This design comes from an exercise in tuning for small area, a short achievable clock period and few clock cycles per item on the open sky130 flow, not from production work. The RTL was checked by simulation tests, not by an equivalence proof against the original design. Power figures rest on the tool's default switching activity, not on a simulated workload.

`design/flow/config.mk`:
```
export PLATFORM = sky130hd
export DESIGN_NAME = fft16_digit_reverse_buf
export DESIGN_NICKNAME = fft16_digit_reverse_buf
export VERILOG_FILES = /design/flow/design.v
export SDC_FILE = /design/flow/constraint.sdc
export NUM_CORES = 4
export LEC_CHECK = 0
export CAP_MARGIN = 20
export CORE_MARGIN = 2
export CORE_UTILIZATION = 65
export CTS_CLUSTER_DIAMETER = 100
export CTS_CLUSTER_SIZE = 30
export SETUP_SLACK_MARGIN = 1.8
export SLEW_MARGIN = 20
```
`design/flow/constraint.sdc`:
```
create_clock -name core_clock -period 4.0 [get_ports {clk}]
set_input_delay 0.8000 -clock core_clock [delete_from_list [all_inputs] [get_ports {clk}]]
set_output_delay 0.8000 -clock core_clock [all_outputs]
set_load 0.01 [all_outputs]
```
`design/flow/design.v`:
```
package fft16_pkg;
    localparam int DATA_W = 32;
    localparam int N      = 16;
    localparam int NSLOT  = 9;    
    localparam int NPH    = 6;     
    localparam int PHW    = 3;
    typedef struct packed {
        logic signed [DATA_W-1:0] re;
        logic signed [DATA_W-1:0] im;
    } cplx_t;
    function automatic logic [3:0] digit_rev4(input logic [3:0] idx);
        digit_rev4 = {idx[1:0], idx[3:2]};
    endfunction
    function automatic logic [NSLOT-1:0] wr_slot(input logic [PHW-1:0] ph, input logic [3:0] k);
        case ({ph, k})
            {3'd0, 4'd0}: wr_slot = 9'b000000001;
            {3'd0, 4'd1}: wr_slot = 9'b000000010;
            {3'd0, 4'd2}: wr_slot = 9'b000000100;
            {3'd0, 4'd3}: wr_slot = 9'b000001000;
            {3'd0, 4'd4}: wr_slot = 9'b000010000;
            {3'd0, 4'd5}: wr_slot = 9'b000100000;
            {3'd0, 4'd6}: wr_slot = 9'b001000000;
            {3'd0, 4'd7}: wr_slot = 9'b010000000;
            {3'd0, 4'd8}: wr_slot = 9'b100000000;
            {3'd0, 4'd9}: wr_slot = 9'b000000001;
            {3'd0, 4'd10}: wr_slot = 9'b000010000;
            {3'd0, 4'd11}: wr_slot = 9'b100000000;
            {3'd0, 4'd12}: wr_slot = 9'b000000000;
            {3'd0, 4'd13}: wr_slot = 9'b000000010;
            {3'd0, 4'd14}: wr_slot = 9'b000100000;
            {3'd0, 4'd15}: wr_slot = 9'b000000001;
            {3'd1, 4'd0}: wr_slot = 9'b000000010;
            {3'd1, 4'd1}: wr_slot = 9'b000000100;
            {3'd1, 4'd2}: wr_slot = 9'b001000000;
            {3'd1, 4'd3}: wr_slot = 9'b000010000;
            {3'd1, 4'd4}: wr_slot = 9'b000100000;
            {3'd1, 4'd5}: wr_slot = 9'b000001000;
            {3'd1, 4'd6}: wr_slot = 9'b010000000;
            {3'd1, 4'd7}: wr_slot = 9'b100000000;
            {3'd1, 4'd8}: wr_slot = 9'b000000001;
            {3'd1, 4'd9}: wr_slot = 9'b000000010;
            {3'd1, 4'd10}: wr_slot = 9'b000100000;
            {3'd1, 4'd11}: wr_slot = 9'b000000001;
            {3'd1, 4'd12}: wr_slot = 9'b000000000;
            {3'd1, 4'd13}: wr_slot = 9'b000000100;
            {3'd1, 4'd14}: wr_slot = 9'b000001000;
            {3'd1, 4'd15}: wr_slot = 9'b000000010;
            {3'd2, 4'd0}: wr_slot = 9'b000000100;
            {3'd2, 4'd1}: wr_slot = 9'b001000000;
            {3'd2, 4'd2}: wr_slot = 9'b010000000;
            {3'd2, 4'd3}: wr_slot = 9'b000100000;
            {3'd2, 4'd4}: wr_slot = 9'b000001000;
            {3'd2, 4'd5}: wr_slot = 9'b000010000;
            {3'd2, 4'd6}: wr_slot = 9'b100000000;
            {3'd2, 4'd7}: wr_slot = 9'b000000001;
            {3'd2, 4'd8}: wr_slot = 9'b000000010;
            {3'd2, 4'd9}: wr_slot = 9'b000000100;
            {3'd2, 4'd10}: wr_slot = 9'b000001000;
            {3'd2, 4'd11}: wr_slot = 9'b000000010;
            {3'd2, 4'd12}: wr_slot = 9'b000000000;
            {3'd2, 4'd13}: wr_slot = 9'b001000000;
            {3'd2, 4'd14}: wr_slot = 9'b000010000;
            {3'd2, 4'd15}: wr_slot = 9'b000000100;
            {3'd3, 4'd0}: wr_slot = 9'b001000000;
            {3'd3, 4'd1}: wr_slot = 9'b010000000;
            {3'd3, 4'd2}: wr_slot = 9'b100000000;
            {3'd3, 4'd3}: wr_slot = 9'b000001000;
            {3'd3, 4'd4}: wr_slot = 9'b000010000;
            {3'd3, 4'd5}: wr_slot = 9'b000100000;
            {3'd3, 4'd6}: wr_slot = 9'b000000001;
            {3'd3, 4'd7}: wr_slot = 9'b000000010;
            {3'd3, 4'd8}: wr_slot = 9'b000000100;
            {3'd3, 4'd9}: wr_slot = 9'b001000000;
            {3'd3, 4'd10}: wr_slot = 9'b000010000;
            {3'd3, 4'd11}: wr_slot = 9'b000000100;
            {3'd3, 4'd12}: wr_slot = 9'b000000000;
            {3'd3, 4'd13}: wr_slot = 9'b010000000;
            {3'd3, 4'd14}: wr_slot = 9'b000100000;
            {3'd3, 4'd15}: wr_slot = 9'b001000000;
            {3'd4, 4'd0}: wr_slot = 9'b010000000;
            {3'd4, 4'd1}: wr_slot = 9'b100000000;
            {3'd4, 4'd2}: wr_slot = 9'b000000001;
            {3'd4, 4'd3}: wr_slot = 9'b000010000;
            {3'd4, 4'd4}: wr_slot = 9'b000100000;
            {3'd4, 4'd5}: wr_slot = 9'b000001000;
            {3'd4, 4'd6}: wr_slot = 9'b000000010;
            {3'd4, 4'd7}: wr_slot = 9'b000000100;
            {3'd4, 4'd8}: wr_slot = 9'b001000000;
            {3'd4, 4'd9}: wr_slot = 9'b010000000;
            {3'd4, 4'd10}: wr_slot = 9'b000100000;
            {3'd4, 4'd11}: wr_slot = 9'b001000000;
            {3'd4, 4'd12}: wr_slot = 9'b000000000;
            {3'd4, 4'd13}: wr_slot = 9'b100000000;
            {3'd4, 4'd14}: wr_slot = 9'b000001000;
            {3'd4, 4'd15}: wr_slot = 9'b010000000;
            {3'd5, 4'd0}: wr_slot = 9'b100000000;
            {3'd5, 4'd1}: wr_slot = 9'b000000001;
            {3'd5, 4'd2}: wr_slot = 9'b000000010;
            {3'd5, 4'd3}: wr_slot = 9'b000100000;
            {3'd5, 4'd4}: wr_slot = 9'b000001000;
            {3'd5, 4'd5}: wr_slot = 9'b000010000;
            {3'd5, 4'd6}: wr_slot = 9'b000000100;
            {3'd5, 4'd7}: wr_slot = 9'b001000000;
            {3'd5, 4'd8}: wr_slot = 9'b010000000;
            {3'd5, 4'd9}: wr_slot = 9'b100000000;
            {3'd5, 4'd10}: wr_slot = 9'b000001000;
            {3'd5, 4'd11}: wr_slot = 9'b010000000;
            {3'd5, 4'd12}: wr_slot = 9'b000000000;
            {3'd5, 4'd13}: wr_slot = 9'b000000001;
            {3'd5, 4'd14}: wr_slot = 9'b000010000;
            {3'd5, 4'd15}: wr_slot = 9'b100000000;
            default: wr_slot = '0;
        endcase
    endfunction
    function automatic logic [NSLOT-1:0] wr_slot_nxt(input logic [PHW-1:0] ph, input logic [3:0] k);
        case ({ph, k})
            {3'd0, 4'd0}: wr_slot_nxt = 9'b000000010;
            {3'd0, 4'd1}: wr_slot_nxt = 9'b000000100;
            {3'd0, 4'd2}: wr_slot_nxt = 9'b000001000;
            {3'd0, 4'd3}: wr_slot_nxt = 9'b000010000;
            {3'd0, 4'd4}: wr_slot_nxt = 9'b000100000;
            {3'd0, 4'd5}: wr_slot_nxt = 9'b001000000;
            {3'd0, 4'd6}: wr_slot_nxt = 9'b010000000;
            {3'd0, 4'd7}: wr_slot_nxt = 9'b100000000;
            {3'd0, 4'd8}: wr_slot_nxt = 9'b000000001;
            {3'd0, 4'd9}: wr_slot_nxt = 9'b000010000;
            {3'd0, 4'd10}: wr_slot_nxt = 9'b100000000;
            {3'd0, 4'd11}: wr_slot_nxt = 9'b000000000;
            {3'd0, 4'd12}: wr_slot_nxt = 9'b000000010;
            {3'd0, 4'd13}: wr_slot_nxt = 9'b000100000;
            {3'd0, 4'd14}: wr_slot_nxt = 9'b000000001;
            {3'd0, 4'd15}: wr_slot_nxt = 9'b000000010;
            {3'd1, 4'd0}: wr_slot_nxt = 9'b000000100;
            {3'd1, 4'd1}: wr_slot_nxt = 9'b001000000;
            {3'd1, 4'd2}: wr_slot_nxt = 9'b000010000;
            {3'd1, 4'd3}: wr_slot_nxt = 9'b000100000;
            {3'd1, 4'd4}: wr_slot_nxt = 9'b000001000;
            {3'd1, 4'd5}: wr_slot_nxt = 9'b010000000;
            {3'd1, 4'd6}: wr_slot_nxt = 9'b100000000;
            {3'd1, 4'd7}: wr_slot_nxt = 9'b000000001;
            {3'd1, 4'd8}: wr_slot_nxt = 9'b000000010;
            {3'd1, 4'd9}: wr_slot_nxt = 9'b000100000;
            {3'd1, 4'd10}: wr_slot_nxt = 9'b000000001;
            {3'd1, 4'd11}: wr_slot_nxt = 9'b000000000;
            {3'd1, 4'd12}: wr_slot_nxt = 9'b000000100;
            {3'd1, 4'd13}: wr_slot_nxt = 9'b000001000;
            {3'd1, 4'd14}: wr_slot_nxt = 9'b000000010;
            {3'd1, 4'd15}: wr_slot_nxt = 9'b000000100;
            {3'd2, 4'd0}: wr_slot_nxt = 9'b001000000;
            {3'd2, 4'd1}: wr_slot_nxt = 9'b010000000;
            {3'd2, 4'd2}: wr_slot_nxt = 9'b000100000;
            {3'd2, 4'd3}: wr_slot_nxt = 9'b000001000;
            {3'd2, 4'd4}: wr_slot_nxt = 9'b000010000;
            {3'd2, 4'd5}: wr_slot_nxt = 9'b100000000;
            {3'd2, 4'd6}: wr_slot_nxt = 9'b000000001;
            {3'd2, 4'd7}: wr_slot_nxt = 9'b000000010;
            {3'd2, 4'd8}: wr_slot_nxt = 9'b000000100;
            {3'd2, 4'd9}: wr_slot_nxt = 9'b000001000;
            {3'd2, 4'd10}: wr_slot_nxt = 9'b000000010;
            {3'd2, 4'd11}: wr_slot_nxt = 9'b000000000;
            {3'd2, 4'd12}: wr_slot_nxt = 9'b001000000;
            {3'd2, 4'd13}: wr_slot_nxt = 9'b000010000;
            {3'd2, 4'd14}: wr_slot_nxt = 9'b000000100;
            {3'd2, 4'd15}: wr_slot_nxt = 9'b001000000;
            {3'd3, 4'd0}: wr_slot_nxt = 9'b010000000;
            {3'd3, 4'd1}: wr_slot_nxt = 9'b100000000;
            {3'd3, 4'd2}: wr_slot_nxt = 9'b000001000;
            {3'd3, 4'd3}: wr_slot_nxt = 9'b000010000;
            {3'd3, 4'd4}: wr_slot_nxt = 9'b000100000;
            {3'd3, 4'd5}: wr_slot_nxt = 9'b000000001;
            {3'd3, 4'd6}: wr_slot_nxt = 9'b000000010;
            {3'd3, 4'd7}: wr_slot_nxt = 9'b000000100;
            {3'd3, 4'd8}: wr_slot_nxt = 9'b001000000;
            {3'd3, 4'd9}: wr_slot_nxt = 9'b000010000;
            {3'd3, 4'd10}: wr_slot_nxt = 9'b000000100;
            {3'd3, 4'd11}: wr_slot_nxt = 9'b000000000;
            {3'd3, 4'd12}: wr_slot_nxt = 9'b010000000;
            {3'd3, 4'd13}: wr_slot_nxt = 9'b000100000;
            {3'd3, 4'd14}: wr_slot_nxt = 9'b001000000;
            {3'd3, 4'd15}: wr_slot_nxt = 9'b010000000;
            {3'd4, 4'd0}: wr_slot_nxt = 9'b100000000;
            {3'd4, 4'd1}: wr_slot_nxt = 9'b000000001;
            {3'd4, 4'd2}: wr_slot_nxt = 9'b000010000;
            {3'd4, 4'd3}: wr_slot_nxt = 9'b000100000;
            {3'd4, 4'd4}: wr_slot_nxt = 9'b000001000;
            {3'd4, 4'd5}: wr_slot_nxt = 9'b000000010;
            {3'd4, 4'd6}: wr_slot_nxt = 9'b000000100;
            {3'd4, 4'd7}: wr_slot_nxt = 9'b001000000;
            {3'd4, 4'd8}: wr_slot_nxt = 9'b010000000;
            {3'd4, 4'd9}: wr_slot_nxt = 9'b000100000;
            {3'd4, 4'd10}: wr_slot_nxt = 9'b001000000;
            {3'd4, 4'd11}: wr_slot_nxt = 9'b000000000;
            {3'd4, 4'd12}: wr_slot_nxt = 9'b100000000;
            {3'd4, 4'd13}: wr_slot_nxt = 9'b000001000;
            {3'd4, 4'd14}: wr_slot_nxt = 9'b010000000;
            {3'd4, 4'd15}: wr_slot_nxt = 9'b100000000;
            {3'd5, 4'd0}: wr_slot_nxt = 9'b000000001;
            {3'd5, 4'd1}: wr_slot_nxt = 9'b000000010;
            {3'd5, 4'd2}: wr_slot_nxt = 9'b000100000;
            {3'd5, 4'd3}: wr_slot_nxt = 9'b000001000;
            {3'd5, 4'd4}: wr_slot_nxt = 9'b000010000;
            {3'd5, 4'd5}: wr_slot_nxt = 9'b000000100;
            {3'd5, 4'd6}: wr_slot_nxt = 9'b001000000;
            {3'd5, 4'd7}: wr_slot_nxt = 9'b010000000;
            {3'd5, 4'd8}: wr_slot_nxt = 9'b100000000;
            {3'd5, 4'd9}: wr_slot_nxt = 9'b000001000;
            {3'd5, 4'd10}: wr_slot_nxt = 9'b010000000;
            {3'd5, 4'd11}: wr_slot_nxt = 9'b000000000;
            {3'd5, 4'd12}: wr_slot_nxt = 9'b000000001;
            {3'd5, 4'd13}: wr_slot_nxt = 9'b000010000;
            {3'd5, 4'd14}: wr_slot_nxt = 9'b100000000;
            {3'd5, 4'd15}: wr_slot_nxt = 9'b000000001;
            default: wr_slot_nxt = '0;
        endcase
    endfunction
    function automatic logic [NSLOT-1:0] rd_slot(input logic [PHW-1:0] ph, input logic [3:0] k);
        case ({ph, k})
            {3'd0, 4'd0}: rd_slot = 9'b000000001;
            {3'd0, 4'd1}: rd_slot = 9'b000010000;
            {3'd0, 4'd2}: rd_slot = 9'b100000000;
            {3'd0, 4'd3}: rd_slot = 9'b000000000;
            {3'd0, 4'd4}: rd_slot = 9'b000000010;
            {3'd0, 4'd5}: rd_slot = 9'b000100000;
            {3'd0, 4'd6}: rd_slot = 9'b000000001;
            {3'd0, 4'd7}: rd_slot = 9'b000000010;
            {3'd0, 4'd8}: rd_slot = 9'b000000100;
            {3'd0, 4'd9}: rd_slot = 9'b001000000;
            {3'd0, 4'd10}: rd_slot = 9'b000010000;
            {3'd0, 4'd11}: rd_slot = 9'b000100000;
            {3'd0, 4'd12}: rd_slot = 9'b000001000;
            {3'd0, 4'd13}: rd_slot = 9'b010000000;
            {3'd0, 4'd14}: rd_slot = 9'b100000000;
            {3'd0, 4'd15}: rd_slot = 9'b000000001;
            {3'd1, 4'd0}: rd_slot = 9'b000000010;
            {3'd1, 4'd1}: rd_slot = 9'b000100000;
            {3'd1, 4'd2}: rd_slot = 9'b000000001;
            {3'd1, 4'd3}: rd_slot = 9'b000000000;
            {3'd1, 4'd4}: rd_slot = 9'b000000100;
            {3'd1, 4'd5}: rd_slot = 9'b000001000;
            {3'd1, 4'd6}: rd_slot = 9'b000000010;
            {3'd1, 4'd7}: rd_slot = 9'b000000100;
            {3'd1, 4'd8}: rd_slot = 9'b001000000;
            {3'd1, 4'd9}: rd_slot = 9'b010000000;
            {3'd1, 4'd10}: rd_slot = 9'b000100000;
            {3'd1, 4'd11}: rd_slot = 9'b000001000;
            {3'd1, 4'd12}: rd_slot = 9'b000010000;
            {3'd1, 4'd13}: rd_slot = 9'b100000000;
            {3'd1, 4'd14}: rd_slot = 9'b000000001;
            {3'd1, 4'd15}: rd_slot = 9'b000000010;
            {3'd2, 4'd0}: rd_slot = 9'b000000100;
            {3'd2, 4'd1}: rd_slot = 9'b000001000;
            {3'd2, 4'd2}: rd_slot = 9'b000000010;
            {3'd2, 4'd3}: rd_slot = 9'b000000000;
            {3'd2, 4'd4}: rd_slot = 9'b001000000;
            {3'd2, 4'd5}: rd_slot = 9'b000010000;
            {3'd2, 4'd6}: rd_slot = 9'b000000100;
            {3'd2, 4'd7}: rd_slot = 9'b001000000;
            {3'd2, 4'd8}: rd_slot = 9'b010000000;
            {3'd2, 4'd9}: rd_slot = 9'b100000000;
            {3'd2, 4'd10}: rd_slot = 9'b000001000;
            {3'd2, 4'd11}: rd_slot = 9'b000010000;
            {3'd2, 4'd12}: rd_slot = 9'b000100000;
            {3'd2, 4'd13}: rd_slot = 9'b000000001;
            {3'd2, 4'd14}: rd_slot = 9'b000000010;
            {3'd2, 4'd15}: rd_slot = 9'b000000100;
            {3'd3, 4'd0}: rd_slot = 9'b001000000;
            {3'd3, 4'd1}: rd_slot = 9'b000010000;
            {3'd3, 4'd2}: rd_slot = 9'b000000100;
            {3'd3, 4'd3}: rd_slot = 9'b000000000;
            {3'd3, 4'd4}: rd_slot = 9'b010000000;
            {3'd3, 4'd5}: rd_slot = 9'b000100000;
            {3'd3, 4'd6}: rd_slot = 9'b001000000;
            {3'd3, 4'd7}: rd_slot = 9'b010000000;
            {3'd3, 4'd8}: rd_slot = 9'b100000000;
            {3'd3, 4'd9}: rd_slot = 9'b000000001;
            {3'd3, 4'd10}: rd_slot = 9'b000010000;
            {3'd3, 4'd11}: rd_slot = 9'b000100000;
            {3'd3, 4'd12}: rd_slot = 9'b000001000;
            {3'd3, 4'd13}: rd_slot = 9'b000000010;
            {3'd3, 4'd14}: rd_slot = 9'b000000100;
            {3'd3, 4'd15}: rd_slot = 9'b001000000;
            {3'd4, 4'd0}: rd_slot = 9'b010000000;
            {3'd4, 4'd1}: rd_slot = 9'b000100000;
            {3'd4, 4'd2}: rd_slot = 9'b001000000;
            {3'd4, 4'd3}: rd_slot = 9'b000000000;
            {3'd4, 4'd4}: rd_slot = 9'b100000000;
            {3'd4, 4'd5}: rd_slot = 9'b000001000;
            {3'd4, 4'd6}: rd_slot = 9'b010000000;
            {3'd4, 4'd7}: rd_slot = 9'b100000000;
            {3'd4, 4'd8}: rd_slot = 9'b000000001;
            {3'd4, 4'd9}: rd_slot = 9'b000000010;
            {3'd4, 4'd10}: rd_slot = 9'b000100000;
            {3'd4, 4'd11}: rd_slot = 9'b000001000;
            {3'd4, 4'd12}: rd_slot = 9'b000010000;
            {3'd4, 4'd13}: rd_slot = 9'b000000100;
            {3'd4, 4'd14}: rd_slot = 9'b001000000;
            {3'd4, 4'd15}: rd_slot = 9'b010000000;
            {3'd5, 4'd0}: rd_slot = 9'b100000000;
            {3'd5, 4'd1}: rd_slot = 9'b000001000;
            {3'd5, 4'd2}: rd_slot = 9'b010000000;
            {3'd5, 4'd3}: rd_slot = 9'b000000000;
            {3'd5, 4'd4}: rd_slot = 9'b000000001;
            {3'd5, 4'd5}: rd_slot = 9'b000010000;
            {3'd5, 4'd6}: rd_slot = 9'b100000000;
            {3'd5, 4'd7}: rd_slot = 9'b000000001;
            {3'd5, 4'd8}: rd_slot = 9'b000000010;
            {3'd5, 4'd9}: rd_slot = 9'b000000100;
            {3'd5, 4'd10}: rd_slot = 9'b000001000;
            {3'd5, 4'd11}: rd_slot = 9'b000010000;
            {3'd5, 4'd12}: rd_slot = 9'b000100000;
            {3'd5, 4'd13}: rd_slot = 9'b001000000;
            {3'd5, 4'd14}: rd_slot = 9'b010000000;
            {3'd5, 4'd15}: rd_slot = 9'b100000000;
            default: rd_slot = '0;
        endcase
    endfunction
    function automatic logic [NSLOT-1:0] rd_slot_nxt(input logic [PHW-1:0] ph, input logic [3:0] k);
        case ({ph, k})
            {3'd0, 4'd0}: rd_slot_nxt = 9'b000010000;
            {3'd0, 4'd1}: rd_slot_nxt = 9'b100000000;
            {3'd0, 4'd2}: rd_slot_nxt = 9'b000000000;
            {3'd0, 4'd3}: rd_slot_nxt = 9'b000000010;
            {3'd0, 4'd4}: rd_slot_nxt = 9'b000100000;
            {3'd0, 4'd5}: rd_slot_nxt = 9'b000000001;
            {3'd0, 4'd6}: rd_slot_nxt = 9'b000000010;
            {3'd0, 4'd7}: rd_slot_nxt = 9'b000000100;
            {3'd0, 4'd8}: rd_slot_nxt = 9'b001000000;
            {3'd0, 4'd9}: rd_slot_nxt = 9'b000010000;
            {3'd0, 4'd10}: rd_slot_nxt = 9'b000100000;
            {3'd0, 4'd11}: rd_slot_nxt = 9'b000001000;
            {3'd0, 4'd12}: rd_slot_nxt = 9'b010000000;
            {3'd0, 4'd13}: rd_slot_nxt = 9'b100000000;
            {3'd0, 4'd14}: rd_slot_nxt = 9'b000000001;
            {3'd0, 4'd15}: rd_slot_nxt = 9'b000000010;
            {3'd1, 4'd0}: rd_slot_nxt = 9'b000100000;
            {3'd1, 4'd1}: rd_slot_nxt = 9'b000000001;
            {3'd1, 4'd2}: rd_slot_nxt = 9'b000000000;
            {3'd1, 4'd3}: rd_slot_nxt = 9'b000000100;
            {3'd1, 4'd4}: rd_slot_nxt = 9'b000001000;
            {3'd1, 4'd5}: rd_slot_nxt = 9'b000000010;
            {3'd1, 4'd6}: rd_slot_nxt = 9'b000000100;
            {3'd1, 4'd7}: rd_slot_nxt = 9'b001000000;
            {3'd1, 4'd8}: rd_slot_nxt = 9'b010000000;
            {3'd1, 4'd9}: rd_slot_nxt = 9'b000100000;
            {3'd1, 4'd10}: rd_slot_nxt = 9'b000001000;
            {3'd1, 4'd11}: rd_slot_nxt = 9'b000010000;
            {3'd1, 4'd12}: rd_slot_nxt = 9'b100000000;
            {3'd1, 4'd13}: rd_slot_nxt = 9'b000000001;
            {3'd1, 4'd14}: rd_slot_nxt = 9'b000000010;
            {3'd1, 4'd15}: rd_slot_nxt = 9'b000000100;
            {3'd2, 4'd0}: rd_slot_nxt = 9'b000001000;
            {3'd2, 4'd1}: rd_slot_nxt = 9'b000000010;
            {3'd2, 4'd2}: rd_slot_nxt = 9'b000000000;
            {3'd2, 4'd3}: rd_slot_nxt = 9'b001000000;
            {3'd2, 4'd4}: rd_slot_nxt = 9'b000010000;
            {3'd2, 4'd5}: rd_slot_nxt = 9'b000000100;
            {3'd2, 4'd6}: rd_slot_nxt = 9'b001000000;
            {3'd2, 4'd7}: rd_slot_nxt = 9'b010000000;
            {3'd2, 4'd8}: rd_slot_nxt = 9'b100000000;
            {3'd2, 4'd9}: rd_slot_nxt = 9'b000001000;
            {3'd2, 4'd10}: rd_slot_nxt = 9'b000010000;
            {3'd2, 4'd11}: rd_slot_nxt = 9'b000100000;
            {3'd2, 4'd12}: rd_slot_nxt = 9'b000000001;
            {3'd2, 4'd13}: rd_slot_nxt = 9'b000000010;
            {3'd2, 4'd14}: rd_slot_nxt = 9'b000000100;
            {3'd2, 4'd15}: rd_slot_nxt = 9'b001000000;
            {3'd3, 4'd0}: rd_slot_nxt = 9'b000010000;
            {3'd3, 4'd1}: rd_slot_nxt = 9'b000000100;
            {3'd3, 4'd2}: rd_slot_nxt = 9'b000000000;
            {3'd3, 4'd3}: rd_slot_nxt = 9'b010000000;
            {3'd3, 4'd4}: rd_slot_nxt = 9'b000100000;
            {3'd3, 4'd5}: rd_slot_nxt = 9'b001000000;
            {3'd3, 4'd6}: rd_slot_nxt = 9'b010000000;
            {3'd3, 4'd7}: rd_slot_nxt = 9'b100000000;
            {3'd3, 4'd8}: rd_slot_nxt = 9'b000000001;
            {3'd3, 4'd9}: rd_slot_nxt = 9'b000010000;
            {3'd3, 4'd10}: rd_slot_nxt = 9'b000100000;
            {3'd3, 4'd11}: rd_slot_nxt = 9'b000001000;
            {3'd3, 4'd12}: rd_slot_nxt = 9'b000000010;
            {3'd3, 4'd13}: rd_slot_nxt = 9'b000000100;
            {3'd3, 4'd14}: rd_slot_nxt = 9'b001000000;
            {3'd3, 4'd15}: rd_slot_nxt = 9'b010000000;
            {3'd4, 4'd0}: rd_slot_nxt = 9'b000100000;
            {3'd4, 4'd1}: rd_slot_nxt = 9'b001000000;
            {3'd4, 4'd2}: rd_slot_nxt = 9'b000000000;
            {3'd4, 4'd3}: rd_slot_nxt = 9'b100000000;
            {3'd4, 4'd4}: rd_slot_nxt = 9'b000001000;
            {3'd4, 4'd5}: rd_slot_nxt = 9'b010000000;
            {3'd4, 4'd6}: rd_slot_nxt = 9'b100000000;
            {3'd4, 4'd7}: rd_slot_nxt = 9'b000000001;
            {3'd4, 4'd8}: rd_slot_nxt = 9'b000000010;
            {3'd4, 4'd9}: rd_slot_nxt = 9'b000100000;
            {3'd4, 4'd10}: rd_slot_nxt = 9'b000001000;
            {3'd4, 4'd11}: rd_slot_nxt = 9'b000010000;
            {3'd4, 4'd12}: rd_slot_nxt = 9'b000000100;
            {3'd4, 4'd13}: rd_slot_nxt = 9'b001000000;
            {3'd4, 4'd14}: rd_slot_nxt = 9'b010000000;
            {3'd4, 4'd15}: rd_slot_nxt = 9'b100000000;
            {3'd5, 4'd0}: rd_slot_nxt = 9'b000001000;
            {3'd5, 4'd1}: rd_slot_nxt = 9'b010000000;
            {3'd5, 4'd2}: rd_slot_nxt = 9'b000000000;
            {3'd5, 4'd3}: rd_slot_nxt = 9'b000000001;
            {3'd5, 4'd4}: rd_slot_nxt = 9'b000010000;
            {3'd5, 4'd5}: rd_slot_nxt = 9'b100000000;
            {3'd5, 4'd6}: rd_slot_nxt = 9'b000000001;
            {3'd5, 4'd7}: rd_slot_nxt = 9'b000000010;
            {3'd5, 4'd8}: rd_slot_nxt = 9'b000000100;
            {3'd5, 4'd9}: rd_slot_nxt = 9'b000001000;
            {3'd5, 4'd10}: rd_slot_nxt = 9'b000010000;
            {3'd5, 4'd11}: rd_slot_nxt = 9'b000100000;
            {3'd5, 4'd12}: rd_slot_nxt = 9'b001000000;
            {3'd5, 4'd13}: rd_slot_nxt = 9'b010000000;
            {3'd5, 4'd14}: rd_slot_nxt = 9'b100000000;
            {3'd5, 4'd15}: rd_slot_nxt = 9'b000000001;
            default: rd_slot_nxt = '0;
        endcase
    endfunction
    function automatic logic avail_w(input logic [NSLOT-1:0] t, input logic [3:0] k);
        case (k)
            4'd0: avail_w = 1'b1;
            4'd1: avail_w = t[2];
            4'd2: avail_w = t[5];
            4'd3: avail_w = t[8];
            4'd4: avail_w = 1'b1;
            4'd5: avail_w = 1'b1;
            4'd6: avail_w = t[2];
            4'd7: avail_w = t[5];
            4'd8: avail_w = 1'b1;
            4'd9: avail_w = 1'b1;
            4'd10: avail_w = 1'b1;
            4'd11: avail_w = t[2];
            4'd12: avail_w = 1'b1;
            4'd13: avail_w = 1'b1;
            4'd14: avail_w = 1'b1;
            4'd15: avail_w = 1'b1;
            default: avail_w = 1'b0;
        endcase
    endfunction
    function automatic logic avail_r(input logic [NSLOT-1:0] t, input logic [3:0] k);
        case (k)
            4'd0: avail_r = t[4];
            4'd1: avail_r = t[7];
            4'd2: avail_r = 1'b0;
            4'd3: avail_r = 1'b1;
            4'd4: avail_r = t[1];
            4'd5: avail_r = t[4];
            4'd6: avail_r = t[7];
            4'd7: avail_r = 1'b1;
            4'd8: avail_r = 1'b1;
            4'd9: avail_r = t[1];
            4'd10: avail_r = t[4];
            4'd11: avail_r = 1'b1;
            4'd12: avail_r = 1'b1;
            4'd13: avail_r = 1'b1;
            4'd14: avail_r = t[1];
            4'd15: avail_r = t[1];
            default: avail_r = 1'b0;
        endcase
    endfunction
    function automatic logic avail_wr(input logic [NSLOT-1:0] t, input logic [3:0] k);
        case (k)
            4'd0: avail_wr = t[3];
            4'd1: avail_wr = t[6];
            4'd2: avail_wr = 1'b0;
            4'd3: avail_wr = 1'b1;
            4'd4: avail_wr = t[0];
            4'd5: avail_wr = t[3];
            4'd6: avail_wr = t[6];
            4'd7: avail_wr = 1'b1;
            4'd8: avail_wr = 1'b1;
            4'd9: avail_wr = t[0];
            4'd10: avail_wr = t[3];
            4'd11: avail_wr = 1'b1;
            4'd12: avail_wr = 1'b1;
            4'd13: avail_wr = 1'b1;
            4'd14: avail_wr = t[0];
            4'd15: avail_wr = t[0];
            default: avail_wr = 1'b0;
        endcase
    endfunction
    function automatic logic byp_w(input logic [NSLOT-1:0] t, input logic [3:0] k);
        case (k)
            4'd0: byp_w = 1'b0;
            4'd1: byp_w = (t[1] && !t[2]);
            4'd2: byp_w = (t[4] && !t[5]);
            4'd3: byp_w = (t[7] && !t[8]);
            4'd4: byp_w = 1'b0;
            4'd5: byp_w = 1'b0;
            4'd6: byp_w = (t[1] && !t[2]);
            4'd7: byp_w = (t[4] && !t[5]);
            4'd8: byp_w = 1'b0;
            4'd9: byp_w = 1'b0;
            4'd10: byp_w = 1'b0;
            4'd11: byp_w = (t[1] && !t[2]);
            4'd12: byp_w = 1'b0;
            4'd13: byp_w = 1'b0;
            4'd14: byp_w = 1'b0;
            4'd15: byp_w = 1'b0;
            default: byp_w = 1'b0;
        endcase
    endfunction
    function automatic logic byp_r(input logic [NSLOT-1:0] t, input logic [3:0] k);
        case (k)
            4'd0: byp_r = (t[3] && !t[4]);
            4'd1: byp_r = (t[6] && !t[7]);
            4'd2: byp_r = 1'b0;
            4'd3: byp_r = 1'b0;
            4'd4: byp_r = (t[0] && !t[1]);
            4'd5: byp_r = (t[3] && !t[4]);
            4'd6: byp_r = (t[6] && !t[7]);
            4'd7: byp_r = 1'b0;
            4'd8: byp_r = 1'b0;
            4'd9: byp_r = (t[0] && !t[1]);
            4'd10: byp_r = (t[3] && !t[4]);
            4'd11: byp_r = 1'b0;
            4'd12: byp_r = 1'b0;
            4'd13: byp_r = 1'b0;
            4'd14: byp_r = (t[0] && !t[1]);
            4'd15: byp_r = (t[0] && !t[1]);
            default: byp_r = 1'b0;
        endcase
    endfunction
    function automatic logic byp_wr(input logic [NSLOT-1:0] t, input logic [3:0] k);
        case (k)
            4'd0: byp_wr = (t[2] && !t[3]);
            4'd1: byp_wr = (t[5] && !t[6]);
            4'd2: byp_wr = t[8];
            4'd3: byp_wr = 1'b0;
            4'd4: byp_wr = !t[0];
            4'd5: byp_wr = (t[2] && !t[3]);
            4'd6: byp_wr = (t[5] && !t[6]);
            4'd7: byp_wr = 1'b0;
            4'd8: byp_wr = 1'b0;
            4'd9: byp_wr = !t[0];
            4'd10: byp_wr = (t[2] && !t[3]);
            4'd11: byp_wr = 1'b0;
            4'd12: byp_wr = 1'b0;
            4'd13: byp_wr = 1'b0;
            4'd14: byp_wr = !t[0];
            4'd15: byp_wr = !t[0];
            default: byp_wr = 1'b0;
        endcase
    endfunction
endpackage
module fft16_bank_ram #(
    parameter int W  = 2 * fft16_pkg::DATA_W,
    parameter int NS = fft16_pkg::NSLOT
) (
    input  logic          clk,
    input  logic [NS-1:0] wsel,
    input  logic [W-1:0]  wdata,
    input  logic [NS-1:0] rsel,
    output logic [W-1:0]  rdata
);
    logic [W-1:0] mem_q [NS];
    always_ff @(posedge clk) begin
        for (int i = 0; i < NS; i++) begin
            if (wsel[i]) mem_q[i] <= wdata;
        end
    end
    always_comb begin
        rdata = '0;
        for (int i = 0; i < NS; i++) begin
            rdata = rdata | (mem_q[i] & {W{rsel[i]}});
        end
    end
endmodule
module fft16_digit_reverse_buf #(
    parameter int DATA_W = 32,
    parameter int N      = 16
) (
    input  logic                  clk,
    input  logic                  rst_n,
    input  logic                  in_valid,
    output logic                  in_ready,
    input  logic [DATA_W-1:0]     in_re,
    input  logic [DATA_W-1:0]     in_im,
    output logic                  out_valid,
    input  logic                  out_ready,
    output logic [DATA_W-1:0]     out_re,
    output logic [DATA_W-1:0]     out_im,
    output logic [3:0]            out_idx,
    output logic                  out_last
);
    localparam int NS  = fft16_pkg::NSLOT;
    localparam int PHW = fft16_pkg::PHW;
    localparam int DW  = 2 * DATA_W;
    logic [PHW-1:0] wph_q, rph_q, wph_inc, rph_inc;    
    logic [3:0]     wcnt_q, rcnt_q, wcnt_inc, rcnt_inc;
    logic [NS-1:0]  t_q, t_d;                           
    logic [NS-1:0]  wsel_q, wsel_d, rsel_q, rsel_d;
    logic           fa_q;                               
    logic           avail_q, avail_d;                   
    logic           byp_q, byp_d;                       
    logic           full_q, full_d;
    logic           nq_q, np_q, nq_d, np_d, fa_d;       
    logic           aw, bw, ar, br, awr, bwr;
    logic           out_valid_q, out_valid_d;
    logic [3:0]     out_idx_q;
    logic           out_last_q;
    logic [DW-1:0]  out_q, rd_data;
    logic           wr_fire, can_load, rd_load, in_ready_c;
    assign can_load   = !out_valid_q || out_ready;
    assign in_ready_c = !np_q || (!nq_q && out_ready);
    assign wr_fire    = in_valid && in_ready_c;
    assign rd_load    = can_load && (avail_q || (byp_q && wr_fire));
    assign wcnt_inc = wcnt_q + 4'd1;
    assign rcnt_inc = rcnt_q + 4'd1;
    assign wph_inc  = (wcnt_q != 4'(N - 1)) ? wph_q : (wph_q == PHW'(fft16_pkg::NPH - 1)) ? '0 : wph_q + 1'b1;
    assign rph_inc  = (rcnt_q != 4'(N - 1)) ? rph_q : (rph_q == PHW'(fft16_pkg::NPH - 1)) ? '0 : rph_q + 1'b1;
    always_comb begin
        aw  = fft16_pkg::avail_w(t_q, rcnt_q);
        bw  = fft16_pkg::byp_w(t_q, rcnt_q);
        ar  = fft16_pkg::avail_r(t_q, rcnt_q);
        br  = fft16_pkg::byp_r(t_q, rcnt_q);
        awr = fft16_pkg::avail_wr(t_q, rcnt_q);
        bwr = fft16_pkg::byp_wr(t_q, rcnt_q);
        case ({wr_fire, rd_load})
            2'b10: begin
                t_d     = {t_q[NS-2:0], 1'b1};
                full_d  = t_q[NS-2];
                avail_d = aw;
                byp_d   = bw;
                nq_d    = !(aw || bw);
                np_d    = t_q[NS-2] && ((out_valid_q && !out_ready) || !(aw || bw));
                fa_d    = t_q[NS-2] && aw;
            end
            2'b01: begin
                t_d     = {1'b0, t_q[NS-1:1]};
                full_d  = 1'b0;
                avail_d = ar;
                byp_d   = br;
                nq_d    = !(ar || br);
                np_d    = 1'b0;
                fa_d    = 1'b0;
            end
            2'b11: begin
                t_d     = t_q;
                full_d  = full_q;
                avail_d = awr;
                byp_d   = bwr;
                nq_d    = !(awr || bwr);
                np_d    = full_q;
                fa_d    = full_q && awr;
            end
            default: begin
                t_d     = t_q;
                full_d  = full_q;
                avail_d = avail_q;
                byp_d   = byp_q;
                nq_d    = nq_q;
                np_d    = full_q && ((out_valid_q && !out_ready) || nq_q);
                fa_d    = fa_q;
            end
        endcase
        out_valid_d = can_load ? rd_load : out_valid_q;
        wsel_d = wr_fire ? fft16_pkg::wr_slot_nxt(wph_q, wcnt_q) : fft16_pkg::wr_slot(wph_q, wcnt_q);
        if (full_d) wsel_d = '0;
        rsel_d = rd_load ? fft16_pkg::rd_slot_nxt(rph_q, rcnt_q) : fft16_pkg::rd_slot(rph_q, rcnt_q);
    end
    fft16_bank_ram #(.W(DW), .NS(NS)) u_pool (
        .clk   (clk),
        .wsel  (wsel_q | (rsel_q & {NS{fa_q && can_load}})),
        .wdata ({in_re, in_im}),
        .rsel  (rsel_q),
        .rdata (rd_data)
    );
    always_ff @(posedge clk or negedge rst_n) begin
        if (!rst_n) begin
            wph_q       <= '0;
            wcnt_q      <= '0;
            rph_q       <= '0;
            rcnt_q      <= '0;
            t_q         <= '0;
            wsel_q      <= fft16_pkg::wr_slot('0, '0);
            rsel_q      <= fft16_pkg::rd_slot('0, '0);
            fa_q        <= 1'b0;
            avail_q     <= 1'b0;
            byp_q       <= 1'b1;
            full_q      <= 1'b0;
            nq_q        <= 1'b0;
            np_q        <= 1'b0;
            out_valid_q <= 1'b0;
        end else begin
            t_q         <= t_d;
            wsel_q      <= wsel_d;
            rsel_q      <= rsel_d;
            fa_q        <= fa_d;
            avail_q     <= avail_d;
            byp_q       <= byp_d;
            full_q      <= full_d;
            nq_q        <= nq_d;
            np_q        <= np_d;
            out_valid_q <= out_valid_d;
            if (wr_fire) begin
                wcnt_q <= wcnt_inc;
                wph_q  <= wph_inc;
            end
            if (rd_load) begin
                rcnt_q <= rcnt_inc;
                rph_q  <= rph_inc;
            end
        end
    end
    always_ff @(posedge clk) begin
        if (can_load) begin
            out_q      <= byp_q ? {in_re, in_im} : rd_data;
            out_idx_q  <= fft16_pkg::digit_rev4(rcnt_q);
            out_last_q <= (rcnt_q == 4'(N - 1));
        end
    end
    assign in_ready  = in_ready_c;
    assign out_valid = out_valid_q;
    assign out_re    = out_q[DW-1:DATA_W];
    assign out_im    = out_q[DATA_W-1:0];
    assign out_idx   = out_idx_q;
    assign out_last  = out_last_q;
endmodule
```
`design/flow/flow/run.sh`:
```
#!/bin/bash
# The standard layout (the standard.sh: ORFS synthesis to final layout), with one change:
# the input and output port buffers are plain sky130_fd_sc_hd__buf_2 cells instead of the
# delay cells buffer_ports picks by default. Every port still gets its own buffer.
# make's full output goes to standard.log in the work folder; ORFS's per-step logs stay under
# orfs/logs/.
set -euo pipefail
export BUFFER_PORTS_ARGS="-buffer_cell sky130_fd_sc_hd__buf_2"
bash standard.sh finish > standard.log 2>&1
```
`design/flow/standard.sh`:
```
#!/bin/bash
# synth_recipe.tcl (not shown) runs the flow's synth.tcl, then flattens the netlist and writes it again
# the make line also repeats each setting of config.mk as NAME=value (left out here)
make -C /OpenROAD-flow-scripts/flow DESIGN_CONFIG=/design/flow/config.mk WORK_HOME=/design/flow/orfs CLKGATE_MAP_FILE= SYNTH_SCRIPT=/design/flow/synth_recipe.tcl "${@:-finish}"
```
==> results.txt, run 1 <==
die height -> 207 um
depth of the worst register-to-register path -> 9
FF-to-FF End -> nq_q$_DFFE_PN0N_
Site Rows -> 74
status -> no timing/DRC/antenna violations
FF-to-FF setup slack -> 1.63 ns
H-tree depth -> 1
Filler cells -> 2572
TNS Setup -> 0 ns
FFs w/ async S/R, synth -> 0.0693
Ports -> 139
library cells used by synthesis -> 73
multi-input logic area -> 0.00592 mm2
Pre-antenna DRT Iters -> 7
Post-Syn Nets -> 1740
CTS Buffer Depth -> 3
Worst-Margin Slew -> 0.725 ns
layout cells sized above 1 -> 0.188
via-per-instance ratio -> 6.77
routed vias -> 15700
Critical Path Start -> rcnt_q[1]$_DFFE_PN0P_
max-cap viol count -> 0
Global Route Usage Sum -> 0.291
Worst-Skew Late Latency -> 0.63 ns
unrepaired setup endpoints after global routing -> true
critical-path cell list -> inv_4 > ha_4 > buf_6 > nor3_2 > o21bai_1 > a21oi_2 > nand3_1 > or4_1 > a32oi_1
Seq cells post-synth -> 693
P_leak -> 0.00992 uW
fin crit share -> 0.591
Overflow after GRT -> 0
CTS tree -> done
Register Area -> 0.0206 mm2
initial DRC count -> 1895
Ys Warns -> 3
Initial Util -> 0.656
endpoint class of the critical path -> register
initial antenna violation count -> 5
Critical Path RT -> 4.50 ns
Synth Flop Type -> edfxtp_1
first-pass GRT wire length -> 92.1 mm
hold crit path type -> input port to asynchronous set/reset pin
NumNets Final -> 1862
min Tclk post-route -> 2.37 ns
Root Buffer -> clkbuf_16
f_max -> 423 MHz
Worst Setup EP -> nq_q$_DFFE_PN0N_
Setup Skew -> 0.0449 ns
CP peak stage delay -> 0.52 ns
largest net degree at the start of global routing -> 87
DRT Wirelength -> 62.9 mm
DIE AREA -> 0.0427 mm2
Hold WS -> 0.191 ns
port bufs -> 138
Clk pin slew, worst setup/hold paths -> 0.12 ns
Placed Cells -> 2244
crit start category -> register
CTS Buf Count -> 27
Clock Sink Count -> 693
sequential element share of the synthesized area -> 0.772
crit-path max FO -> 8
Final Instance Count excl. Fillers -> 2322
Reg2Reg Launch Point -> rcnt_q[1]$_DFFE_PN0P_
Fin. Hold Viols -> 0
Slew Limit Fails -> 0
Avg Inst Size Synth -> 16.1 um2
Routed wire per std cell -> 27.1 um
Cell Pwr Density -> 814 mW/mm2
cells after synthesis -> 1656
Max IR drop VDD -> 600 uV
slowest CP cell -> or4_1
cell family with most CP delay -> simple AND/OR/NAND/NOR gates
Worst Path Arrival -> 2.87 ns
hold-fix buffers at CTS -> 0
RePlAce Congestion -> 0.857
Crit path depth -> 9
Setup violations, final -> 0
Routed Antenna Nets -> 0
Final Worst Setup Slack -> 1.63 ns
Residual DRC -> 0
vias in the first global route -> 15100
DP Worst Slack -> 1.05 ns
EDFF count, synth -> 645
area grow syn2layout -> 10.9%
Post-DP HPWL -> 33.4 mm
Syn Std Cell Area -> 0.0267 mm2
critical path class -> register to register
Die X -> 207 um
Bufs and invs on worst path -> 2
core footprint -> 0.0406 mm2
Slew headroom -> 0.517
## cells by family (layout without fill, tap and decap cells)
family,Yosys count,count (layout),synth area share
compound gates,481,483,0.133
xor+xnor,10,10,0.00328
fa+ha+maj,16,16,0.00751
buf+inv,145,273,0.0216
flops,693,693,0.772
mux,33,33,0.0131
other cells,0,4,0
simple gates,278,278,0.0496
## synthesized netlist by cell type (4+ instances only)
library cell / n / area (um2)
edfxtp_1: 645 / 19400
a22oi_1: 133 / 998
nor2_1: 104 / 390
a21oi_1: 101 / 505
clkbuf_1: 81 / 304
nand3_1: 80 / 400
a221oi_1: 68 / 596
a222oi_1: 64 / 641
dfrtp_1: 45 / 1130
o21ai_0: 38 / 190
nand2_1: 33 / 124
inv_1: 27 / 101
mux2i_1: 26 / 260
buf_1: 19 / 71.3
ha_1: 16 / 200
nand2b_1: 15 / 93.8
buf_2: 11 / 55.1
a21o_1: 10 / 75.1
nor2b_1: 9 / 56.3
a31oi_1: 8 / 50.1
a211oi_1: 6 / 45.0
and2_1: 6 / 37.5
mux2_2: 6 / 67.6
nor3_1: 5 / 25.0
o211ai_1: 5 / 37.5
o22ai_1: 5 / 31.3
xnor2_1: 5 / 43.8
xor2_1: 5 / 43.8
o31a_1: 4 / 35.0
## worst min-delay path by stage
stage                                        end  slack (ns)
after detailed placement  out_idx_q[2]$_DFFE_PN_        0.52
after CTS                    wsel_q[6]$_DFF_PN0_        0.42
after global placement    out_idx_q[3]$_DFFE_PN_        0.53
after floorplan           out_idx_q[1]$_DFFE_PN_        0.46
after global routing       wcnt_q[1]$_DFFE_PN0P_        0.24
final                           fa_q$_DFFE_PN0N_        0.19
## sequential cells by signal, summed over array words and instances, names as in the netlist, 3 cells and up
register      count
out_idx_q         4
out_q            64
rcnt_q            4
rph_q             3
rsel_q            9
t_q               9
u_pool.mem_q    576
wcnt_q            4
wph_q             3
wsel_q            9
## power by group
group | leakage (uW) | internal (uW) | switching [uW] | total [uW]
clock | 0.000363 | 1270 | 2060 | 3330
combinational | 0.00294 | 3120 | 5360 | 8480
sequential | 0.00662 | 11000 | 1270 | 12300
## metal layers
metal / part of all wire / wire, um / track usage
met4: 0.015 / 927 / 0.0546
met2: 0.50 / 31200 / 0.481
met1: 0.41 / 25700 / 0.430
met5: 0.00025 / 16 / 0
met3: 0.080 / 5050 / 0.0322
## what timing repair did
item                       CTS  global route
setup endpoints to repair  282           252
gates cloned                 2             1
pin swaps                    6            17
resized for setup           41            55
setup buffers               12            21
## stage by stage
step | area, um2 | util | power, uW
floorplan | 26800 | - | 17000
global placement | 28100 | 0.691 | 19700
detailed placement | 28100 | 0.691 | 20000
CTS | 29100 | 0.716 | 23500
global route | 29600 | 0.727 | 25200
finish | 29600 | 0.727 | 24100
## cell usage in the layout, fill, tap and decap left out, types with 7 or more instances in the layout
cell type,n
a21o_4,9
a21oi_1,95
a221oi_1,66
a222oi_1,64
a22oi_1,132
a31oi_1,7
buf_12,13
buf_2,138
buf_4,42
buf_6,7
clkbuf_1,8
clkbuf_16,28
dfrtp_1,29
dfrtp_4,11
edfxtp_1,645
ha_4,9
inv_1,20
mux2i_1,24
nand2_1,32
nand2b_1,15
nand3_1,79
nor2_1,102
nor2b_1,8
o21ai_0,26
o21ai_1,7
o21ai_2,7
## area by class of cell
| cell class | instances | area share |
|---|---|---|
| sequential | 693 | 0.698 |
| multi-input combinational | 820 | 0.200 |
| timing repair buffer | 206 | 0.0495 |
| clock buffer | 35 | 0.0239 |
| tap | 532 | 0.0225 |
| inverter | 30 | 0.00423 |
| clock inverter | 2 | 0.00169 |
| antenna | 4 | 0.000339 |
Testbench counts, summed over its fixed seeds: cycles 7,347, items 6,144.
==> run 2, diff against run 1 <==
--- a/design/flow/design.v
+++ b/design/flow/design.v
@@ -483,4 +483,4 @@
             4'd0: byp_w = 1'b0;
-            4'd1: byp_w = (t[1] && !t[2]);
-            4'd2: byp_w = (t[4] && !t[5]);
+            4'd1: byp_w = 1'b0;
+            4'd2: byp_w = 1'b0;
             4'd3: byp_w = (t[7] && !t[8]);
@@ -488,4 +488,4 @@
             4'd5: byp_w = 1'b0;
-            4'd6: byp_w = (t[1] && !t[2]);
-            4'd7: byp_w = (t[4] && !t[5]);
+            4'd6: byp_w = 1'b0;
+            4'd7: byp_w = 1'b0;
             4'd8: byp_w = 1'b0;
@@ -493,3 +493,3 @@
             4'd10: byp_w = 1'b0;
-            4'd11: byp_w = (t[1] && !t[2]);
+            4'd11: byp_w = 1'b0;
             4'd12: byp_w = 1'b0;
@@ -503,13 +503,13 @@
         case (k)
-            4'd0: byp_r = (t[3] && !t[4]);
-            4'd1: byp_r = (t[6] && !t[7]);
+            4'd0: byp_r = 1'b0;
+            4'd1: byp_r = 1'b0;
             4'd2: byp_r = 1'b0;
             4'd3: byp_r = 1'b0;
-            4'd4: byp_r = (t[0] && !t[1]);
-            4'd5: byp_r = (t[3] && !t[4]);
-            4'd6: byp_r = (t[6] && !t[7]);
+            4'd4: byp_r = 1'b0;
+            4'd5: byp_r = 1'b0;
+            4'd6: byp_r = 1'b0;
             4'd7: byp_r = 1'b0;
             4'd8: byp_r = 1'b0;
-            4'd9: byp_r = (t[0] && !t[1]);
-            4'd10: byp_r = (t[3] && !t[4]);
+            4'd9: byp_r = 1'b0;
+            4'd10: byp_r = 1'b0;
             4'd11: byp_r = 1'b0;
@@ -517,4 +517,4 @@
             4'd13: byp_r = 1'b0;
-            4'd14: byp_r = (t[0] && !t[1]);
-            4'd15: byp_r = (t[0] && !t[1]);
+            4'd14: byp_r = 1'b0;
+            4'd15: byp_r = 1'b0;
             default: byp_r = 1'b0;
@@ -524,13 +524,13 @@
         case (k)
-            4'd0: byp_wr = (t[2] && !t[3]);
-            4'd1: byp_wr = (t[5] && !t[6]);
+            4'd0: byp_wr = 1'b0;
+            4'd1: byp_wr = 1'b0;
             4'd2: byp_wr = t[8];
             4'd3: byp_wr = 1'b0;
-            4'd4: byp_wr = !t[0];
-            4'd5: byp_wr = (t[2] && !t[3]);
-            4'd6: byp_wr = (t[5] && !t[6]);
+            4'd4: byp_wr = 1'b0;
+            4'd5: byp_wr = 1'b0;
+            4'd6: byp_wr = 1'b0;
             4'd7: byp_wr = 1'b0;
             4'd8: byp_wr = 1'b0;
-            4'd9: byp_wr = !t[0];
-            4'd10: byp_wr = (t[2] && !t[3]);
+            4'd9: byp_wr = 1'b0;
+            4'd10: byp_wr = 1'b0;
             4'd11: byp_wr = 1'b0;
@@ -538,4 +538,4 @@
             4'd13: byp_wr = 1'b0;
-            4'd14: byp_wr = !t[0];
-            4'd15: byp_wr = !t[0];
+            4'd14: byp_wr = 1'b0;
+            4'd15: byp_wr = 1'b0;
             default: byp_wr = 1'b0;
@@ -678,5 +678,5 @@
             avail_q     <= 1'b0;
-            byp_q       <= 1'b1;
+            byp_q       <= 1'b0;
             full_q      <= 1'b0;
-            nq_q        <= 1'b0;
+            nq_q        <= 1'b1;
             np_q        <= 1'b0;
@@ -706,3 +706,3 @@
         if (can_load) begin
-            out_q      <= byp_q ? {in_re, in_im} : rd_data;
+            out_q      <= rd_data | ({DW{byp_q}} & {in_re, in_im});
             out_idx_q  <= fft16_pkg::digit_rev4(rcnt_q);
==> run 2 against run 1 <==
Against the previous run: still clean on timing, DRC and antenna; sequential share of layout area up 1.1 points; clock power about the same; core utilization down 1.0 points; global-route usage fell by 0.11 points; critical path type unchanged; critical endpoint is now u_pool.mem_q[4][25]$_DFFE_PP_; largest cell class unchanged; highest routed layer unchanged.
==> results.txt, run 2 <==
via-per-instance ratio -> 6.87 (+1.5%)
Ports -> 139 (unchanged)
area grow syn2layout -> 9.44%
Clock Sink Count -> 693 (unchanged)
routed vias -> 15500 (-1.5%)
Setup violations, final -> 0 (unchanged)
layout cells sized above 1 -> 0.177 (-0.0115)
Routed wire per std cell -> 27.3 um (+0.92%)
Filler cells -> 2563 (-0.35%)
fin crit share -> 0.549 (-0.0419)
Worst-Margin Slew -> 1.13 ns (+0.409 ns)
Post-Syn Nets -> 1670 (-4.0%)
Worst-Skew Late Latency -> 0.60 ns (-0.03 ns)
P_leak -> 0.00961 uW (-3.1%)
Site Rows -> 74 (unchanged)
critical-path cell list -> nor2b_4 > nor2b_1 > buf_4 > a21o_4 > buf_12
Overflow after GRT -> 0 (unchanged)
largest net degree at the start of global routing -> 67 (-23%)
Avg Inst Size Synth -> 16.8 um2 (+4.1%)
Global Route Usage Sum -> 0.289 (-0.00115)
library cells used by synthesis -> 67 (-8.2%)
vias in the first global route -> 15000 (-0.85%)
commonest non-fill, non-tap cell in the layout -> edfxtp_1
Post-synth top cells -> edfxtp_1 (645), a22oi_1 (199), clkbuf_1 (69), nand4_1 (69), a221oi_1 (67)
status -> no timing/DRC/antenna violations
crit start category -> register
H-tree depth -> 1 (unchanged)
endpoint class of the critical path -> register
Initial Util -> 0.655 (-0.000785)
Residual DRC -> 0 (unchanged)
min Tclk post-route -> 2.20 ns (-0.168 ns)
Largest Register -> u_pool.mem_q
hold crit path type -> input port to asynchronous set/reset pin
Ys Warns -> 3 (unchanged)
Slew Limit Fails -> 0 (unchanged)
Setup Skew -> 0.0382 ns (-0.00679 ns)
unrepaired setup endpoints after global routing -> true
critical path class -> register to register
Worst Path Arrival -> 2.49 ns (-0.38 ns)
sequential element share of the synthesized area -> 0.774 (+0.00269)
core footprint -> 0.0406 mm2 (-0.23%)
EDFF count, synth -> 645 (unchanged)
Largest regs -> u_pool.mem_q: 576 flops, out_q: 64 flops
FFs w/ async S/R, synth -> 0.0693 (unchanged)
cells after synthesis -> 1586 (-4.2%)
CTS tree -> done
max FFs per register -> 576 (unchanged)
Die X -> 206 um (-0.17%)
Hold WS -> 0.273 ns (+0.0827 ns)
Pre-antenna DRT Iters -> 5 (-2)
RePlAce Congestion -> 0.928 (+8.4%)
Seq cells post-synth -> 693 (unchanged)
top cell type's share of synthesized area -> 0.729 (+0.00253)
Synth Flop Type -> edfxtp_1
CTS Buf Count -> 27 (unchanged)
Syn Std Cell Area -> 0.0266 mm2 (-0.35%)
DIE AREA -> 0.0425 mm2 (-0.34%)
first-pass GRT wire length -> 91.1 mm (-1.1%)
Cell Pwr Density -> 776 mW/mm2 (-4.6%)
most frequent cells in the layout -> edfxtp_1 (645), a22oi_1 (199), buf_2 (139)
max-cap viol count -> 0 (unchanged)
FF-to-FF setup slack -> 1.80 ns (+0.17 ns)
initial DRC count -> 1586 (-16%)
Slew headroom -> 0.244 (-0.273)
TNS Setup -> 0 ns (unchanged)
CTS Buffer Depth -> 3 (unchanged)
slowest CP cell -> a21o_4
NumNets Final -> 1779 (-4.5%)
most common cell in the synthesized netlist -> edfxtp_1
Post-DP HPWL -> 32.6 mm (-2.3%)
synth top area cells -> edfxtp_1 (73%), a22oi_1 (5.6%), dfrtp_1 (4.2%)
die height -> 206 um (-0.17%)
Yosys top cell by area -> edfxtp_1
Routed Antenna Nets -> 0 (unchanged)
Clk pin slew, worst setup/hold paths -> 0.11 ns (about the same)
hold-fix buffers at CTS -> 0 (unchanged)
Critical Path RT -> 4.29 ns (-0.21 ns)
initial antenna violation count -> 10 (+5)
DRT Wirelength -> 61.6 mm (-2.1%)
port bufs -> 138 (unchanged)
Fin. Hold Viols -> 0 (unchanged)
final core occ -> 0.717 (-0.0102)
Max IR drop VDD -> 688 uV (+15%)
CP peak stage delay -> 0.63 ns (+0.11 ns)
crit-path max FO -> 36 (+28)
f_max -> 455 MHz (+7.6%)
Root Buffer -> clkbuf_16
==> run 2: cell count changes in the layout (fill, tap and decap cells not counted), sizes merged, moves of 6 or more <==
| cell | before | now |
|---|---|---|
| clkbuf | 37 | 49 |
| a222oi | 64 | 0 |
| a22o | 0 | 64 |
| a22oi | 133 | 199 |
| nand4 | 2 | 69 |
| and2 | 7 | 1 |
| nand2 | 33 | 49 |
| a21oi | 101 | 33 |
| nand3 | 80 | 15 |
| nor2 | 104 | 31 |
| buf | 204 | 188 |
==> run 2: cells by family after synthesis <==
group / count (synthesis) / synth area share
flops: 693 / 0.774
compound gates: 478 / 0.136
simple gates: 219 / 0.0441
buf+inv: 138 / 0.0222
mux: 32 / 0.0130
fa+ha+maj: 16 / 0.00753
xor+xnor: 10 / 0.00330
==> run 2: timing repair <==
item | CTS | global route
setup endpoints to repair | 64 | 224
pin swaps | 5 | 11
setup buffers | 6 | 16
resized for setup | 19 | 28
==> run 2: path summary, 6_finish.rpt <==
path                                               from                             to  cells after the start
worst max-delay path            out_valid_q$_DFFE_PN0N_  u_pool.mem_q[4][25]$_DFFE_PP_                      5
worst min-delay path                              rst_n          wcnt_q[0]$_DFFE_PN0P_                      1
worst max register to register  out_valid_q$_DFFE_PN0N_  u_pool.mem_q[4][25]$_DFFE_PP_                      5
worst min register to register         fa_q$_DFFE_PN0N_               fa_q$_DFFE_PN0N_                      1
max in group asynchronous                         rst_n            rsel_q[0]$_DFF_PN1_                      2
min in group core_clock                       in_re[20]  u_pool.mem_q[1][52]$_DFFE_PP_                      1
==> run 2: per-stage QoR <==
step | std cells | setup WS [ns] | area, um2 | power, uW
3_5_place_dp | 2176 | 0.942 | 28000 | 19000
3_3_place_gp | 2176 | 0.986 | 28000 | 18800
6_report | 2252 | 1.80 | 29100 | 22600
4_1_cts | 2231 | 1.79 | 28800 | 22400
5_1_grt | 2249 | 1.71 | 29100 | 23700
2_1_floorplan | 1586 | 1.55 | 26700 | 16200
==> run 2: per-layer routing <==
layer  global-route usage  up-vias  part of all wire  wire (um)
met5                    0        -            0.0012         71
met3               0.0399       80             0.081       4980
met4               0.0651       10             0.017       1030
met1                0.420     7953              0.41      25000
met2                0.476      703              0.50      30500
li1                     -     6732                 -          -
==> run 2: critical path: cells and delay by family, from the launching register on <==
kind                   cells  cell delay (ns)
AO/OA/AOI/OAI              1             0.63
buffers and inverters      2             0.53
flip-flops                 1             0.42
AND/OR/NAND/NOR            2             0.28
==> run 2: power by group <==
part / switching, uW / internal, uW / leakage [uW]
combinational: 4770 / 2500 / 0.00261
clock: 2040 / 1310 / 0.000369
sequential: 1070 / 10900 / 0.00663
==> run 2: final cells by class <==
type	instances	area, um2	area share
Sequential cell	693	20600	0.708
Antenna cell	5	12.5	0.000430
Multi-Input combinational cell	755	5690	0.196
Clock buffer	48	754	0.0259
Tap cell	532	666	0.0229
Clock inverter	1	30.0	0.00103
Timing Repair Buffer	189	1200	0.0414
Inverter	29	128	0.00439
Testbench counts of run 2, summed over its fixed seeds: cycles 7,347, items 6,144.
==> run 3, diff against run 2 <==
--- a/design/flow/config.mk
+++ b/design/flow/config.mk
@@ -12,3 +12,3 @@
 export CTS_CLUSTER_SIZE = 30
-export SETUP_SLACK_MARGIN = 1.8
+export SETUP_SLACK_MARGIN = 1.75
 export SLEW_MARGIN = 20
==> run 3 against run 2 <==
Against the previous run: still clean; count of clock-buffer cells in the layout stayed put; sequential cell count stayed put; power is 0.66% lower; first-iteration DRC count is 22% higher; critical path type unchanged; largest power group unchanged.
==> results.txt, run 3 <==
status -> no timing/DRC/antenna violations
Worst-Skew Late Latency -> 0.62 ns (+0.02 ns)
Post-synth top cells -> edfxtp_1 (645), a22oi_1 (199), clkbuf_1 (69), nand4_1 (69), a221oi_1 (67)
Global Route Usage Sum -> 0.289 (about the same)
Clock Sink Count -> 693 (unchanged)
min Tclk post-route -> 2.27 ns (+0.0747 ns)
critical-path cell list -> nor2b_4 > nor2b_1 > buf_4 > a21o_4 > buf_12
NumNets Final -> 1765 (-0.79%)
H-tree depth -> 1 (unchanged)
Routed Antenna Nets -> 0 (unchanged)
top cell type's share of synthesized area -> 0.729 (unchanged)
Fin. Hold Viols -> 0 (unchanged)
Slew headroom -> 0.274 (+0.0298)
Post-DP HPWL -> 32.7 mm (+0.16%)
synth top area cells -> edfxtp_1 (73%), a22oi_1 (5.6%), dfrtp_1 (4.2%)
Setup Skew -> 0.0379 ns (-0.000232 ns)
Cell Pwr Density -> 776 mW/mm2 (about the same)
Worst Path Arrival -> 2.56 ns (+0.07 ns)
layout cells sized above 1 -> 0.164 (-0.0128)
Syn Std Cell Area -> 0.0266 mm2 (unchanged)
Ys Warns -> 3 (unchanged)
initial antenna violation count -> 8 (-2)
Pre-antenna DRT Iters -> 6 (+1)
core footprint -> 0.0406 mm2 (unchanged)
Crit path depth -> 5 (unchanged)
via-per-instance ratio -> 6.87 (about the same)
most common cell in the synthesized netlist -> edfxtp_1
Site Rows -> 74 (unchanged)
Filler cells -> 2543 (-0.78%)
Post-Syn Nets -> 1670 (unchanged)
library cells used by synthesis -> 67 (unchanged)
crit-path max FO -> 36 (unchanged)
area grow syn2layout -> 8.73%
vias in the first global route -> 14900 (-0.16%)
unrepaired setup endpoints after global routing -> true
fin crit share -> 0.568 (+0.0187)
Root Buffer -> clkbuf_16
Critical Path Start -> out_valid_q$_DFFE_PN0N_
Synth Flop Type -> edfxtp_1
hold crit path type -> input port to asynchronous set/reset pin
die height -> 206 um (unchanged)
Reg2Reg Launch Point -> out_valid_q$_DFFE_PN0N_
FF-to-FF setup slack -> 1.73 ns (-0.07 ns)
Placed Area -> 0.0279 mm2 (-0.18%)
Total Power -> 22400 uW (-0.66%)
Largest regs -> u_pool.mem_q: 576 flops, out_q: 64 flops
EDFF count, synth -> 645 (unchanged)
Largest Register -> u_pool.mem_q
critical path class -> register to register
CP peak stage delay -> 0.64 ns (about the same)
Sequential Power Share -> 0.539 (+0.010)
switching pwr -> 7850 uW (-0.35%)
CTS Buffer Depth -> 3 (unchanged)
Clk pin slew, worst setup/hold paths -> 0.11 ns (about the same)
Overflow after GRT -> 0 (unchanged)
Avg Inst Size Synth -> 16.8 um2 (unchanged)
Initial Util -> 0.655 (unchanged)
max-cap viol count -> 0 (unchanged)
CTS tree -> done
Seq cells post-synth -> 693 (unchanged)
routed vias -> 15400 (-0.74%)
cell family with most CP delay -> compound AO/OA/AOI/OAI gates
Bufs and invs on worst path -> 2 (unchanged)
Slew Limit Fails -> 0 (unchanged)
TNS Setup -> 0 ns (unchanged)
crit start category -> register
Yosys top cell by area -> edfxtp_1
Die X -> 206 um (unchanged)
Critical Path RT -> 4.29 ns (about the same)
Clock power frac -> 0.150 (about the same)
depth of the worst register-to-register path -> 5 (unchanged)
Sw Share -> 0.350 (+0.00108)
final instance area -> 0.0289 mm2 (-0.65%)
most frequent cells in the layout -> edfxtp_1 (645), a22oi_1 (198), buf_2 (139)
Worst-Margin Slew -> 1.09 ns (-0.0447 ns)
endpoint class of the critical path -> register
Routed wire per std cell -> 27.5 um (+0.45%)
first-pass GRT wire length -> 91.3 mm (+0.26%)
f_max -> 440 MHz (-3.3%)
DRT Wirelength -> 61.4 mm (-0.21%)
Setup violations, final -> 0 (unchanged)
largest net degree at the start of global routing -> 70 (+4.5%)
FF-to-FF End -> u_pool.mem_q[0][40]$_DFFE_PP_
cells after synthesis -> 1586 (unchanged)
DIE AREA -> 0.0425 mm2 (unchanged)
port bufs -> 138 (unchanged)
CTS Buf Count -> 27 (unchanged)
commonest non-fill, non-tap cell in the layout -> edfxtp_1
FFs w/ async S/R, synth -> 0.0693 (unchanged)
RePlAce Congestion -> 0.914 (-1.6%)
initial DRC count -> 1934 (+22%)
P_leak -> 0.00953 uW (-0.83%)
Gate power share -> 0.311 (-0.011)
max FFs per register -> 576 (unchanged)
Int Pwr -> 14600 uW (-0.82%)
sequential element share of the synthesized area -> 0.774 (unchanged)
Worst Setup EP -> u_pool.mem_q[0][40]$_DFFE_PP_
Max IR drop VDD -> 482 uV (-30%)
Residual DRC -> 0 (unchanged)
slowest CP cell -> a21o_4
Ports -> 139 (unchanged)
[run 3: cell counts after synthesis]
No cell type changed its count.
[run 3: layout make-up]
| class | count | area (um2) | share of cell area |
|---|---|---|---|
| inverter | 29 | 128 | 0.00442 |
| tap | 532 | 666 | 0.0230 |
| multi-input combinational | 757 | 5650 | 0.196 |
| clock buffer | 48 | 754 | 0.0261 |
| sequential | 693 | 20600 | 0.713 |
| timing repair buffer | 173 | 1050 | 0.0364 |
| antenna | 3 | 7.51 | 0.000260 |
| clock inverter | 2 | 38.8 | 0.00134 |
[run 3: metrics by stage]
stage               hold slack (ns)  setup WS (ns)  utilization  cells
CTS                           0.236           1.69        0.710   2232
global placement              0.502           1.18        0.688   2174
finish                        0.232           1.73        0.713   2237
detailed placement            0.504           1.15        0.688   2174
floorplan                     0.426           1.55            -   1586
global route                  0.259           1.65        0.712   2235
[run 3: routing by layer]
layer | track usage | share of wire
met5 | 0 | 0.00086
met4 | 0.0579 | 0.016
met3 | 0.0415 | 0.085
met2 | 0.475 | 0.49
met1 | 0.423 | 0.40
[run 3: what timing repair did]
item	4_1_cts	5_1_grt
gates cloned	2	0
buffers inserted	6	2
resized for setup	8	29
setup endpoints to repair	83	231
hold buffers	0	0
pin swaps	5	3
[run 3: kinds of logic (layout without fill, tap and decap cells)]
| family | count (synthesis) | after routing | synth area share |
|---|---|---|---|
| AOI/OAI and AO/OA | 478 | 480 | 0.136 |
| xor gates and xnor gates | 10 | 10 | 0.00330 |
| adders and majority gates | 16 | 16 | 0.00753 |
| buffers and inverters | 138 | 252 | 0.0222 |
| DFF | 693 | 693 | 0.774 |
| muxes | 32 | 32 | 0.0130 |
| other | 0 | 3 | 0 |
| and+or+nand+nor | 219 | 219 | 0.0441 |
[run 3: worst min-delay path by stage]
stage                               start                endpoint  slack (ns)  cells after the start
global placement         fa_q$_DFFE_PN0N_        fa_q$_DFFE_PN0N_        0.50                      1
CTS                                 rst_n      t_q[0]$_DFFE_PN0N_        0.24                      1
global route                        rst_n      t_q[0]$_DFFE_PN0N_        0.26                      1
floorplan           rcnt_q[3]$_DFFE_PN0P_  out_idx_q[1]$_DFFE_PN_        0.43                      0
detailed placement       fa_q$_DFFE_PN0N_        fa_q$_DFFE_PN0N_        0.50                      1
finish                              rst_n   wcnt_q[1]$_DFFE_PN0P_        0.23                      1
[run 3: power by group through the flow]
stage               sequential (uW)  clock (uW)  combinational, uW
global route                  12300        3640               7540
CTS                           12100        3400               6860
detailed placement            12200           0               6750
global placement              12100           0               6670
floorplan                     11700           0               4520
finish                        12100        3360               6970

## static timing again, ports no longer ideal
The results above use ideal ports. As a check the final layouts listed here were re-extracted and re-timed, cells and wires unchanged. Step 1, drivers: a clkbuf_16 drives clk and a buf_2 each remaining input, both assumed. Step 2 times the ports against the registers' clock, not the clock port: input delays grow and output delays shrink by t, the midpoint of the rising clock arrivals with the driver on. Three values: no drivers, after step 1, after step 2; two values: the first two.
| run | t (ns) | setup WS [ns] | worst setup path at the end | worst register clock-pin slew, ns | cell pins on the clock port's net |
|---|---|---|---|---|---|
| run 1 | 0.660 | 1.634 / 1.634 / 1.258 | input to register | 0.12 / 0.12 | 1 |
| run 2 | 0.643 | 1.802 / 1.771 / 1.316 | input to register | 0.11 / 0.11 | 1 |
| run 3 | 0.658 | 1.727 / 1.727 / 1.216 | input to register | 0.11 / 0.11 | 1 |
After both steps setup and hold are still met in every run listed. The setup slack of run 3, which loses most, moves by 0.000 ns with the drivers and by -0.511 ns with both steps.
